This design comes from an exercise in tuning for small area, a short achievable clock period and few clock cycles per item on the open sky130 flow, not from production work. The RTL was checked by simulation tests, not by an equivalence proof against the original design.

==> flow/design.v (excerpt) <==
module tensor_polynomial_basis_eval_top (
  input  logic                                clk_i,
  input  logic                                rst_ni,
  input  logic                                item_valid_i,
  output logic                                item_ready_o,
  input  logic [tpbe_pkg::CMD_W-1:0]          item_command_i,
  input  logic signed [tpbe_pkg::COORD_W-1:0] item_coord_a_i,
  input  logic signed [tpbe_pkg::COORD_W-1:0] item_coord_b_i,
  output logic                                result_valid_o,
  input  logic                                result_ready_i,
  output logic signed [tpbe_pkg::VALUE_W-1:0] result_value_o,
  output logic [tpbe_pkg::TERM_W-1:0]         result_term_index_o,
  output logic                                result_last_o,
  output logic                                result_bad_setting_o,
  input  logic                                cfg_we_i,
  input  logic [tpbe_pkg::CFG_IDX_W-1:0]      cfg_idx_i,
  input  logic [tpbe_pkg::CFG_DATA_W-1:0]     cfg_wdata_i
);
clock: 12.0 ns
lec_check: 0
cap_margin: 20
core_margin: 2
core_utilization: 55
setup_slack_margin: 5
slew_margin: 20
tns_end_percent: 100
run.sh (not shown) runs the stock make flow with config.mk's settings and CLKGATE_MAP_FILE= SYNTH_SCRIPT=/design/flow/synth_recipe.tcl, a recipe that flattens the netlist after the stock synthesis.
The first run ran to the end with no violations.
Testbench counts at the start, summed over its fixed seeds: cycles 20,767, beats 18,820.
Then changed:
--- a/flow/design.v
+++ b/flow/design.v
@@ -16,26 +16,25 @@
   input  logic signed [tpbe_pkg::COORD_W-1:0] item_coord_a_i,
   input  logic signed [tpbe_pkg::COORD_W-1:0] item_coord_b_i,
   output logic                                result_valid_o,
   input  logic                                result_ready_i,
   output logic signed [tpbe_pkg::VALUE_W-1:0] result_value_o,
   output logic [tpbe_pkg::TERM_W-1:0]         result_term_index_o,
   output logic                                result_last_o,
   output logic                                result_bad_setting_o,
   input  logic                                cfg_we_i,
   input  logic [tpbe_pkg::CFG_IDX_W-1:0]      cfg_idx_i,
   input  logic [tpbe_pkg::CFG_DATA_W-1:0]     cfg_wdata_i
 );
-  localparam int unsigned MAC_ROWS = 2;    
-  localparam int unsigned MAC_LOW  = 12;   
+  localparam int unsigned MAC_ROWS = 2;   
   localparam logic [2:0] OP_B2 = 3'd0;   
   localparam logic [2:0] OP_D3 = 3'd1;   
   localparam logic [2:0] OP_T  = 3'd2;   
   localparam logic [2:0] OP_LO = 3'd3;   
   localparam logic [2:0] OP_HI = 3'd4;   
   localparam logic [2:0] OP_L0 = 3'd5;   
   localparam logic [2:0] OP_L1 = 3'd6;   
   localparam logic [2:0] OP_L2 = 3'd7;   
   function automatic logic [23:0] booth(input logic [15:0] b);
     logic bm, b0, b1;
     for (int k = 0; k < 8; k++) begin
       bm = (k == 0) ? 1'b0 : b[2*k-1];
@@ -127,26 +126,25 @@
   logic               s0_bv_q, s0_triv_q, s0_last_q;
   logic signed [17:0] s0_tval_q;
   logic               s0_opv_q, s0_opa_q, s0_neg_q;
   logic [2:0]         s0_opt_q;
   logic signed [18:0] s0_a_q;
   logic [23:0]        s0_be_q;   
   logic [18:0]        s0_an_q;
   logic [23:0]        s0_ben_q;
   logic               s1_bv_q, s1_triv_q, s1_last_q;
   logic signed [17:0] s1_tval_q;
   logic               s1_opv_q, s1_opa_q;
   logic [2:0]         s1_opt_q;
-  logic [32:MAC_LOW]  s1_hi0_q, s1_hi1_q;   
-  logic [MAC_LOW:0]   s1_lo_q;              
+  logic [MAC_ROWS-1:0][32:0] s1_row_q;
   logic               ov_q, olast_q, onew_q;
   logic signed [17:0] oval_q;
   logic [3:0]         ok_q;
   logic               sv_q, slast_q;
   logic signed [17:0] sval_q;
   logic adv;
   assign adv = !sv_q;
   logic [4:0]  cur_op;
   logic        op_v, op_a, dep_wait, op_go, fdone;
   logic [2:0]  op_t;
   logic        fdm;
   assign fdm    = (fcmd_q != 2'd0);
@@ -407,29 +405,28 @@
   assign cs2_0m = (cs1_0s & cs1_0c) | (cs1_0s & cs1_1s) | (cs1_0c & cs1_1s);
   assign cs2_0c = {cs2_0m[31:0], 1'b0};
   logic [32:0] cs3_0s, cs3_0c, cs3_0m;
   assign cs3_0s = cs2_0s ^ cs2_0c ^ cs1_1c;
   assign cs3_0m = (cs2_0s & cs2_0c) | (cs2_0s & cs1_1c) | (cs2_0c & cs1_1c);
   assign cs3_0c = {cs3_0m[31:0], 1'b0};
   logic [32:0] cs4_0s, cs4_0c, cs4_0m;
   assign cs4_0s = cs3_0s ^ cs3_0c ^ mac_c;
   assign cs4_0m = (cs3_0s & cs3_0c) | (cs3_0s & mac_c) | (cs3_0c & mac_c);
   assign cs4_0c = {cs4_0m[31:0], 1'b0};
   assign mac_row[0] = cs4_0s;
   assign mac_row[1] = cs4_0c;
-  logic [MAC_LOW:0]   mac_lo;
-  logic [32:MAC_LOW]  mac_hi;
-  assign mac_lo = {1'b0, mac_row[0][MAC_LOW-1:0]} + {1'b0, mac_row[1][MAC_LOW-1:0]};
-  assign mac_hi = s1_hi0_q + s1_hi1_q + (33-MAC_LOW)'(s1_lo_q[MAC_LOW]);
-  assign mac_r  = {mac_hi, s1_lo_q[MAC_LOW-1:0]};
+  always_comb begin
+    mac_r = '0;
+    for (int r = 0; r < MAC_ROWS; r++) mac_r = mac_r + s1_row_q[r];
+  end
   logic signed [17:0] wb;
   logic signed [15:0] wb_lo;
   logic               wb_s0, wb_s1, wb_s2;
   always_comb begin
     case (s1_opt_q)
       OP_L1:   wb = 18'($signed(mac_r[29:14]));
       OP_HI:   wb = 18'($signed(mac_r[31:16]));
       OP_D3:   wb = mac_r[32:15];
       OP_T:    wb = mac_r[30:13];
       OP_LO:   wb = 18'($signed(mac_r[27:13]));
       default: wb = 18'($signed(mac_r[30:15]));    
     endcase
@@ -519,27 +516,25 @@
       end else begin
         s0_a_q   <= op_av;
         s0_be_q  <= booth(oz);
         s0_ben_q <= ~booth(oz);
         s0_an_q  <= ~op_av;
         s0_neg_q <= op_neg;
       end
       s1_triv_q <= s0_triv_q;
       s1_tval_q <= s0_tval_q;
       s1_last_q <= s0_last_q;
       s1_opa_q  <= s0_opa_q;
       s1_opt_q  <= s0_opt_q;
-      s1_hi0_q  <= mac_row[0][32:MAC_LOW];
-      s1_hi1_q  <= mac_row[1][32:MAC_LOW];
-      s1_lo_q   <= mac_lo;
+      s1_row_q  <= mac_row;
       if (s1_opv_q) begin
         if (wb_s0) begin
           if (s1_opa_q) fy0_q <= wb[15:0]; else fx0_q <= wb[15:0];
         end
         if (wb_s1) begin
           if (s1_opa_q) fy1_q <= wb_lo; else fx1_q <= wb_lo;
         end
         if (wb_s2) begin
           if (s1_opa_q) fy2_q <= wb; else fx2_q <= wb;
         end
       end
     end
Effect: Routed wire length grows by 5.1%; non-clock buffer count shrinks by 2; area after synthesis grows by 1.6%; global-route usage grows by 1.3 points; worst setup slack gets better by 440 ps; cell count grows by 0.77%.
Testbench counts after the change, summed over its fixed seeds: cycles 20,767, beats 18,820.

afterwards: timing with drivers on the ports:
In the flow no input, the clock included, has a driving cell. The finished layouts below were timed again as built, in two steps.
Step 1 assumes that a clkbuf_16 drives the clock port and a buf_2 every other input.
Step 2 moves the port delays by t, midway between the first and last clock arrival at a register: inputs arrive t later, outputs are due t later. That takes back most of the time a late clock gives input paths.
Slacks: ideal ports / drivers / drivers and shift; pairs: ideal ports / drivers.
| run | t, ns | setup WS [ns] | worst data-port slew with drivers (ns) |
|---|---|---|---|
| the first run | 0.718 | 6.997 / 6.997 / 6.997 | 0.04 |
| the second run | 0.703 | 7.441 / 7.441 / 7.441 | 0.06 |
After both steps setup and hold are still met in every run listed.
